From an optimization exercise on the open Yosys and OpenROAD flow, aimed at small area, a short achievable clock period and few clock cycles; shortcuts taken in it are not production practice.
Function was checked by simulation only, so behaviour that the tests miss may differ from the original.
Power and IR drop assume default switching activity.

--- design.v ---
`default_nettype none
package xyolo_lanes_pkg;
  localparam int c_DATA_W   = 16;
  localparam int c_N_LANES  = 4;
  localparam int c_SHIFT_W  = 5;
  localparam int c_CNT_W    = 12;
  localparam int c_LEAKY_SH = 3;
  localparam int c_MP_MAX   = 4;
  typedef enum logic [2:0] {
    S_IDLE  = 3'd0,
    S_ACC   = 3'd1,
    S_DRAIN = 3'd2,
    S_POST  = 3'd3,
    S_OUT   = 3'd4
  } state_t;
endpackage
`default_nettype wire
`default_nettype none
module xyolo_lane
#(
  parameter int DATA_W   = xyolo_lanes_pkg::c_DATA_W,
  parameter int SHIFT_W  = xyolo_lanes_pkg::c_SHIFT_W,
  parameter int CNT_W    = xyolo_lanes_pkg::c_CNT_W,
  parameter int LEAKY_SH = xyolo_lanes_pkg::c_LEAKY_SH
) (
  input  logic               clk,
  input  logic               rst,
  input  logic               beat_en,
  input  logic               beat_first,
  input  logic [DATA_W-1:0]  pixel,
  input  logic [DATA_W-1:0]  weight,
  input  logic [DATA_W-1:0]  bias,
  input  logic               cfg_bias,
  input  logic               cfg_leaky,
  input  logic               cfg_bypass,
  input  logic [SHIFT_W-1:0] cfg_shift,
  input  logic               post_en,
  input  logic               pool_first,
  output logic [DATA_W-1:0]  result
);
  localparam int c_PROD_W = 2 * DATA_W;
  localparam int c_ACC_W  = c_PROD_W + CNT_W;
  logic signed [c_PROD_W-1:0] w_pix_ext, w_wt_ext, w_prod;
  logic signed [c_ACC_W-1:0]  w_bias_ext, w_seed, w_prod_ext, w_shifted;
  logic        [c_ACC_W-DATA_W:0] w_hi;
  logic                       w_fits;
  logic signed [DATA_W-1:0]   w_sat, w_leak, w_value;
  logic                       r_p1_vld, r_p1_first;
  logic signed [c_PROD_W-1:0] r_prod;
  logic signed [c_ACC_W-1:0]  r_seed, r_acc;
  logic signed [DATA_W-1:0]   r_last_pix, r_pool;
  assign w_pix_ext  = {{DATA_W{pixel[DATA_W-1]}}, pixel};
  assign w_wt_ext   = {{DATA_W{weight[DATA_W-1]}}, weight};
  assign w_prod     = w_pix_ext * w_wt_ext;
  assign w_bias_ext = {{(c_ACC_W-DATA_W){bias[DATA_W-1]}}, bias};
  assign w_seed     = cfg_bias ? (w_bias_ext <<< cfg_shift) : '0;
  assign w_prod_ext = {{CNT_W{r_prod[c_PROD_W-1]}}, r_prod};
  assign w_shifted = r_acc >>> cfg_shift;
  assign w_hi      = w_shifted[c_ACC_W-1:DATA_W-1];
  assign w_fits    = (&w_hi) | ~(|w_hi);
  assign w_sat     = w_fits ? w_shifted[DATA_W-1:0] :
                     (w_shifted[c_ACC_W-1] ? {1'b1, {(DATA_W-1){1'b0}}}
                                           : {1'b0, {(DATA_W-1){1'b1}}});
  assign w_leak    = (cfg_leaky && w_sat[DATA_W-1]) ? (w_sat >>> LEAKY_SH) : w_sat;
  assign w_value   = cfg_bypass ? r_last_pix : w_leak;
  always_ff @(posedge clk) begin
    if (rst) begin
      r_p1_vld   <= 1'b0;
      r_p1_first <= 1'b0;
      r_prod     <= '0;
      r_seed     <= '0;
      r_acc      <= '0;
      r_last_pix <= '0;
      r_pool     <= '0;
    end else begin
      r_p1_vld <= beat_en;
      if (beat_en) begin
        r_prod     <= w_prod;
        r_p1_first <= beat_first;
        r_seed     <= w_seed;
        r_last_pix <= pixel;
      end
      if (r_p1_vld) begin
        r_acc <= (r_p1_first ? r_seed : r_acc) + w_prod_ext;
      end
      if (post_en && (pool_first || (w_value > r_pool))) begin
        r_pool <= w_value;
      end
    end
  end
  assign result = r_pool;
endmodule
`default_nettype wire
`default_nettype none
module xyolo_lanes
#(
  parameter int DATA_W   = xyolo_lanes_pkg::c_DATA_W,
  parameter int N_LANES  = xyolo_lanes_pkg::c_N_LANES,
  parameter int SHIFT_W  = xyolo_lanes_pkg::c_SHIFT_W,
  parameter int CNT_W    = xyolo_lanes_pkg::c_CNT_W,
  parameter int LEAKY_SH = xyolo_lanes_pkg::c_LEAKY_SH
) (
  input  logic                      clk,
  input  logic                      rst,
  input  logic                      start,
  input  logic [CNT_W-1:0]          cfg_n_acc,
  input  logic [CNT_W-1:0]          cfg_n_out,
  input  logic [2:0]                cfg_mp_win,
  input  logic                      cfg_bias,
  input  logic                      cfg_leaky,
  input  logic                      cfg_maxpool,
  input  logic                      cfg_bypass,
  input  logic [SHIFT_W-1:0]        cfg_shift,
  input  logic                      in_valid,
  output logic                      in_ready,
  input  logic [N_LANES*DATA_W-1:0] in_pixel,
  input  logic [N_LANES*DATA_W-1:0] in_weight,
  input  logic [N_LANES*DATA_W-1:0] in_bias,
  output logic                      out_valid,
  input  logic                      out_ready,
  output logic [N_LANES*DATA_W-1:0] out_data,
  output logic                      busy,
  output logic                      done
);
  xyolo_lanes_pkg::state_t r_state, w_next;
  logic [CNT_W-1:0]   r_n_acc, r_n_out, r_beat_cnt, r_out_cnt;
  logic [2:0]         r_mp_win, r_mp_cnt;
  logic               r_bias, r_leaky, r_maxpool, r_bypass;
  logic [SHIFT_W-1:0] r_shift;
  logic               r_drain, r_done;
  logic w_accept, w_last_beat, w_last_pool, w_last_out, w_pool_first;
  assign w_accept     = in_valid && (r_state == xyolo_lanes_pkg::S_ACC);
  assign w_last_beat  = (r_beat_cnt == r_n_acc - CNT_W'(1));
  assign w_last_pool  = (r_mp_cnt == r_mp_win - 3'd1);
  assign w_last_out   = (r_out_cnt == r_n_out - CNT_W'(1));
  assign w_pool_first = !r_maxpool || (r_mp_cnt == 3'd0);
  always_ff @(posedge clk) begin
    if (rst) r_state <= xyolo_lanes_pkg::S_IDLE;
    else     r_state <= w_next;
  end
  always_comb begin
    w_next    = r_state;
    in_ready  = 1'b0;
    out_valid = 1'b0;
    busy      = (r_state != xyolo_lanes_pkg::S_IDLE);
    case (r_state)
      xyolo_lanes_pkg::S_IDLE:  if (start) w_next = xyolo_lanes_pkg::S_ACC;
      xyolo_lanes_pkg::S_ACC: begin
        in_ready = 1'b1;
        if (in_valid && w_last_beat) w_next = xyolo_lanes_pkg::S_DRAIN;
      end
      xyolo_lanes_pkg::S_DRAIN: if (r_drain) w_next = xyolo_lanes_pkg::S_POST;
      xyolo_lanes_pkg::S_POST:  w_next = (!r_maxpool || w_last_pool) ? xyolo_lanes_pkg::S_OUT : xyolo_lanes_pkg::S_ACC;
      xyolo_lanes_pkg::S_OUT: begin
        out_valid = 1'b1;
        if (out_ready) w_next = w_last_out ? xyolo_lanes_pkg::S_IDLE : xyolo_lanes_pkg::S_ACC;
      end
      default: w_next = xyolo_lanes_pkg::S_IDLE;
    endcase
  end
  always_ff @(posedge clk) begin
    if (rst) begin
      r_n_acc    <= '0;
      r_n_out    <= '0;
      r_mp_win   <= '0;
      r_bias     <= 1'b0;
      r_leaky    <= 1'b0;
      r_maxpool  <= 1'b0;
      r_bypass   <= 1'b0;
      r_shift    <= '0;
      r_beat_cnt <= '0;
      r_out_cnt  <= '0;
      r_mp_cnt   <= '0;
      r_drain    <= 1'b0;
      r_done     <= 1'b0;
    end else begin
      r_done  <= 1'b0;
      r_drain <= (r_state == xyolo_lanes_pkg::S_DRAIN) ? ~r_drain : 1'b0;
      if (r_state == xyolo_lanes_pkg::S_IDLE && start) begin
        r_n_acc    <= (cfg_n_acc == '0) ? CNT_W'(1) : cfg_n_acc;
        r_n_out    <= (cfg_n_out == '0) ? CNT_W'(1) : cfg_n_out;
        r_mp_win   <= (cfg_mp_win == 3'd0) ? 3'd1 :
                      ((cfg_mp_win > 3'(xyolo_lanes_pkg::c_MP_MAX)) ? 3'(xyolo_lanes_pkg::c_MP_MAX) : cfg_mp_win);
        r_bias     <= cfg_bias;
        r_leaky    <= cfg_leaky;
        r_maxpool  <= cfg_maxpool;
        r_bypass   <= cfg_bypass;
        r_shift    <= cfg_shift;
        r_beat_cnt <= '0;
        r_out_cnt  <= '0;
        r_mp_cnt   <= '0;
      end
      if (w_accept) begin
        r_beat_cnt <= w_last_beat ? '0 : r_beat_cnt + CNT_W'(1);
      end
      if (r_state == xyolo_lanes_pkg::S_POST && r_maxpool) begin
        r_mp_cnt <= w_last_pool ? 3'd0 : r_mp_cnt + 3'd1;
      end
      if (r_state == xyolo_lanes_pkg::S_OUT && out_ready) begin
        r_out_cnt <= r_out_cnt + CNT_W'(1);
        if (w_last_out) r_done <= 1'b1;
      end
    end
  end
  assign done = r_done;
  for (genvar g = 0; g < N_LANES; g++) begin : g_lane
    xyolo_lane #(
      .DATA_W   (DATA_W),
      .SHIFT_W  (SHIFT_W),
      .CNT_W    (CNT_W),
      .LEAKY_SH (LEAKY_SH)
    ) u_lane (
      .clk        (clk),
      .rst        (rst),
      .beat_en    (w_accept),
      .beat_first (r_beat_cnt == '0),
      .pixel      (in_pixel[g*DATA_W +: DATA_W]),
      .weight     (in_weight[g*DATA_W +: DATA_W]),
      .bias       (in_bias[g*DATA_W +: DATA_W]),
      .cfg_bias   (r_bias),
      .cfg_leaky  (r_leaky),
      .cfg_bypass (r_bypass),
      .cfg_shift  (r_shift),
      .post_en    (r_state == xyolo_lanes_pkg::S_POST),
      .pool_first (w_pool_first),
      .result     (out_data[g*DATA_W +: DATA_W])
    );
  end
endmodule
`default_nettype wire
--- constraint.sdc ---
create_clock -name core_clock -period 10.0 [get_ports {clk}]
set_input_delay 2.0000 -clock core_clock [delete_from_list [all_inputs] [get_ports {clk}]]
set_output_delay 2.0000 -clock core_clock [all_outputs]
set_load 0.01 [all_outputs]
--- run.sh ---
#!/bin/bash
# synth_recipe.tcl (not shown) runs the flow's synth.tcl, then flattens the netlist and writes it again
# the make line also repeats each setting of config.mk as NAME=value (left out here)
make -C /OpenROAD-flow-scripts/flow DESIGN_CONFIG=/design/flow/config.mk WORK_HOME=/design/flow/orfs CLKGATE_MAP_FILE= SYNTH_SCRIPT=/design/flow/synth_recipe.tcl finish
--- config.mk ---
export PLATFORM = sky130hd
export DESIGN_NAME = xyolo_lanes
export DESIGN_NICKNAME = xyolo_lanes
export VERILOG_FILES = /design/flow/design.v
export SDC_FILE = /design/flow/constraint.sdc
export NUM_CORES = 4
export LEC_CHECK = 0
export CAP_MARGIN = 20
export CORE_MARGIN = 2
export CORE_UTILIZATION = 40
export SLEW_MARGIN = 20
==> run summary <==
Logic synthesis:
- The number of warning messages in the yosys log is 2.
- The number of flops mapped to enable cells by yosys is 0.
- The number of register bits inferred by synthesis is 678.
- After synthesis, the most frequently instantiated cells are 1480 x nand2_1, 1312 x inv_1, 1052 x fa_1.
- The number of different library cells used by synthesis comes to 102.
- By area the synthesized netlist is led by fa_1 23%, dfxtp_1 15%, ha_1 7.7%, nand2_1 6.0%, mux4_2 5.5%.
- The post-synthesis average cell area is 8.49 um^2.
- The most common cell in the netlist is nand2_1.
- In the synthesized netlist the async set-or-reset flop fraction comes to 0.
- The share of the Yosys chip area taken by registers is 0.146.
- The total nets after synthesis is 12777.
- The top-area cell type share of the netlist area is 0.227.
- The post-synthesis cell type with the largest combined area is fa_1.
- The dominant register cell in the synthesized netlist is dfxtp_1.
- After technology mapping, the gate count stands at 10920.
- The combined area of all synthesized cells is 92700 um^2.

Route:
- Dividing the detail-routed wire length by the instance count gives 22.7 um.
- The total wire length is 315000 um.
- Once detail routing completed, the nets flagged for antenna violations numbered 0.
- The count of vias placed by the detailed router is 79937.
- After detailed routing, the number of remaining DRC violations is 0.
- The first detailed-routing pass took 6 iterations.
- The post-detailed-route via-to-cell ratio is 5.75.
- In this run, the number of DRC markers left after iteration 0 of detailed routing was 7259.

Setup path:
- The worst-case reg-to-reg path depth is 23.
- The kind of cell adding the most delay to the critical path is adder cells.
- Counting stages on the worst path, the most repeated cell is fa_1.
- The number of buffers and inverters on the critical path is 6.
- Walking the worst path, the cells encountered are clkdlybuf4s50_1, nand2_1, fa_1, inv_1, fa_1, inv_1, fa_1, inv_1, fa_1, fa_1, inv_1, fa_1, inv_1, ha_1, a21o_1, a21o_1, a21o_1, a211oi_1, o21ai_0, a221oi_1, o21ai_0, a21oi_1, mux2i_1, o21ai_0.
- The standard cell with the maximum stage delay on the critical path is clkdlybuf4s50_1.
- Data arrives at the worst endpoint at 9.08 ns.
- STA classifies the critical path startpoint as an input port.
- At the worst endpoint, the required time is 10.57 ns.
- The worst setup path is captured at a flop.
- In this design, the stage delay of the slowest critical-path cell is 0.94 ns.
- The endpoint identified for the worst register-to-register timing path is g_lane[2].u_lane.r_pool[9].
- The path type of the worst setup path is input port to flop.
- The slack of the worst reg-to-reg path is 1.82 ns.
- In this run the critical register-to-register path is launched from r_shift[3].
- The origin of the worst setup path is in_pixel[7].
- Along the worst path, the maximum fanout reaches 17.

Place:
- The quantity of I/O buffers inserted on ports is 300.
- The global placement routability congestion is 0.962.
- After legalization and detailed placement, the total HPWL measured 244000 um.
- The placed standard-cell area is 97800 um^2.

Layout:
- The post-synthesis to final-layout area growth is 8.69%.
- The count of fill cells added during filler insertion is 22931.
- The number of nets at the end of the flow is 12633.
- The cell area after layout is 101000 um^2.
- The fraction of layout cells with a size suffix above 1 is 0.0761.
- The multi-input combinational cells in the finished layout cover a total of 71500 um^2.
- The sequential cells in the finished layout cover a total of 13600 um^2.

Clock network:
- The clock passes through at most 3 buffers.
- The buffer type at the clock tree root is clkbuf_16.
- The number of CTS-inserted buffers is 83.
- The post-CTS setup buffer count is 0.
- TritonCTS built the clock tree.
- The clock edge transition at the registers on the reported setup and hold paths is 0.06 ns.
- In this run, post-CTS repair resized a total of 0 instances.
- After clock tree synthesis, the flow added hold-fix buffers numbering 0.
- The number of H-tree levels is 3.
- At the later pin of the worst-skew pair, clock insertion delay measures 0.73 ns.
- The clock sink count is 678.

Power:
- Across the VDD grid, the largest voltage drop is 0.566 mV.
- The portion of total power attributed to sequential cells is 0.099.
- The internal power contribution is 15600 uW.
- The analysis attributes to cell leakage a power of 0.0442 uW.
- The share of power burned in combinational logic is 0.799.
- The net switching power figure is 16500 uW.
- The share of total power in the clock network is 0.102.
- The power per cell area is 319 nW/um^2.
- The switching power as a share of total power is 0.515.

Timing:
- The worst path in the final design needs a cycle of 8.51 ns, including I/O delays and setup.
- Dividing the final minimum period by the clock period gives 0.851.
- The setup TNS after final layout is 0 ns.
- The worst clock skew is 0.0351 ns.
- Final hold analysis gives a worst-case slack of 0.453 ns.
- The maximum achievable frequency is 118 MHz.
- Setup repair after global routing left no endpoint under its margin.
- The number of hold violations in the final report was 0.
- Headroom to the max-slew limit came out at 0.236.
- At the pin with the least slew margin, the transition time is 1.15 ns.
- The number of setup violations in the final report is 0.
- The max-slew violation count is 0.

Floorplan:
- The core box area is 230000 um^2.
- The floorplan step set the die height to 486 um.
- For this design the top-level I/O count stands at 301.
- The initial core utilization is 0.403.
- The number of placement rows is 176.
- The area enclosed by the die boundary is 236000 um^2.
- The width of the die is 486 um.

Min path:
- Counting instances, the worst hold path has a depth of 2.
- The worst hold path belongs to the class flop to flop.
- The end point of the worst hold path is g_lane[3].u_lane.r_last_pix[15].
- The hold path startpoint is g_lane[3].u_lane.r_last_pix[15].

Outcome:
- The run finished with no timing, DRC or antenna violations.

Global route:
- The overall fraction of global-route tracks in use is 0.264.
- The largest net degree at the start of global routing is 158.
- The initial antenna violation count is 29.
- Summed over all layers, the global routing overflow is 0.
- The via count of the first global-routing pass is 79988.
- The first global-routing pass estimated 486000 um of wire.

Run:
- The number of violations of the max-capacitance limit is 0.
-- worst reg2reg max path: cells and delay by family, from the launching register on --
| kind | cells | cell delay, ns |
|---|---|---|
| AO/OA/AOI/OAI | 13 | 3.66 |
| adder cells (fa/ha/maj) | 1 | 0.29 |
| buffers and inverters | 2 | 1.19 |
| flip-flops | 1 | 0.91 |
| multiplexers | 1 | 0.15 |
| AND/OR/NAND/NOR | 6 | 1.87 |
-- power by group through the flow --
| stage | logic [uW] | registers (uW) | clock network (uW) |
|---|---|---|---|
| 2_1_floorplan | 19100 | 3060 | 0 |
| 3_3_place_gp | 25000 | 3230 | 0 |
| 3_5_place_dp | 25400 | 3230 | 0 |
| 4_1_cts | 25500 | 3170 | 3340 |
| 5_1_grt | 28900 | 3200 | 3440 |
| 6_report | 25600 | 3180 | 3290 |
-- per-stage QoR --
step / instances / power, uW / utilization / worst slack, ns
2_1_floorplan: 10920 / 22100 / - / 2.06
3_3_place_gp: 13714 / 28300 / 0.424 / 0.914
3_5_place_dp: 13716 / 28600 / 0.425 / 0.823
4_1_cts: 13868 / 32000 / 0.437 / 1.57
5_1_grt: 13887 / 35600 / 0.438 / 0.995
6_report: 13894 / 32100 / 0.438 / 1.49
-- flip-flops by register name (all words and copies together), names as in the netlist, 3 cells and up --
name and cells:
g_lane.u_lane.r_acc 176, g_lane.u_lane.r_seed 176, g_lane.u_lane.r_prod 128, g_lane.u_lane.r_last_pix 64, g_lane.u_lane.r_pool 64, r_beat_cnt 12
r_n_acc 12, r_n_out 12, r_out_cnt 12, r_shift 5, r_mp_cnt 3, r_mp_win 3
r_state 3
-- kinds of logic after synthesis --
logic type               after synthesis  synth area share
AO/OA/AOI/OAI                       2107             0.146
flip-flops                           678             0.146
AND/OR/NAND/NOR                     3433             0.170
adder cells (fa/ha/maj)             1624             0.304
multiplexers                         800             0.120
buffers and inverters               1965            0.0838
XOR/XNOR                             313            0.0296
-- cell usage in the layout, fill, tap and decap left out, types with 118 or more instances in the layout --
| master | instances |
|---|---|
| nor2_1 | 775 |
| and2_1 | 525 |
| nand2_1 | 1478 |
| clkdlybuf4s50_1 | 299 |
| a21o_1 | 201 |
| a21oi_1 | 685 |
| o21ai_0 | 396 |
| mux2i_1 | 325 |
| mux4_2 | 225 |
| a211oi_1 | 126 |
| dfxtp_1 | 670 |
| xnor2_1 | 209 |
| inv_1 | 1309 |
| ha_1 | 572 |
| fa_1 | 1052 |
| nand3_1 | 118 |
| mux2_2 | 245 |
-- how the worst max path moves through the flow --
stage	slack, ns	endpoint	depth (start not counted)
after floorplan	2.06	g_lane[0].u_lane.r_prod[31]	22
after global placement	0.91	g_lane[3].u_lane.r_prod[30]	22
after detailed placement	0.82	g_lane[0].u_lane.r_prod[31]	23
after CTS	1.57	g_lane[0].u_lane.r_prod[31]	23
after global routing	1.0	g_lane[0].u_lane.r_prod[31]	23
final	1.49	g_lane[0].u_lane.r_prod[30]	24
-- final cells by class --
type                       instances  area share
antenna                           25    0.000621
sequential                       678       0.135
multi-input combinational       8277       0.709
inverter                        1318      0.0492
tap                             3026      0.0376
clock inverter                    41     0.00531
timing repair buffer             418      0.0397
clock buffer                     111      0.0236
-- metal layers --
metal,track usage,up-vias,part of all wire
li1,-,36348,-
met1,0.369,39923,0.44
met2,0.401,3162,0.43
met3,0.0478,500,0.083
met4,0.107,4,0.043
met5,0,-,0.000051
Testbench counts, summed over its fixed seeds: cycles 45,578.

-- port drivers added, routing unchanged --
No port has a modelled driver above. Below, the same layout with a new extraction and two added sets of constraints. Step 1, drivers: a clkbuf_16 drives clk and a buf_2 each remaining input, both assumed. Step 2 adds t to the input delays and takes it off the output delays; t is the mean of the earliest and latest rising clock arrival at the registers after step 1. Input paths then give back, and output paths get back, about the clock's delay inside the block. a / b / c = ideal ports / drivers / drivers and shift; a / b = the first two.
shift t [ns]: 0.794
setup slack, ns: 1.493 / 1.555 / 0.761
worst setup path at the end: input to register
After both steps setup and hold are still met in this run. For this run, drivers alone change the setup slack by +0.062 ns; drivers and shift together by -0.732 ns.
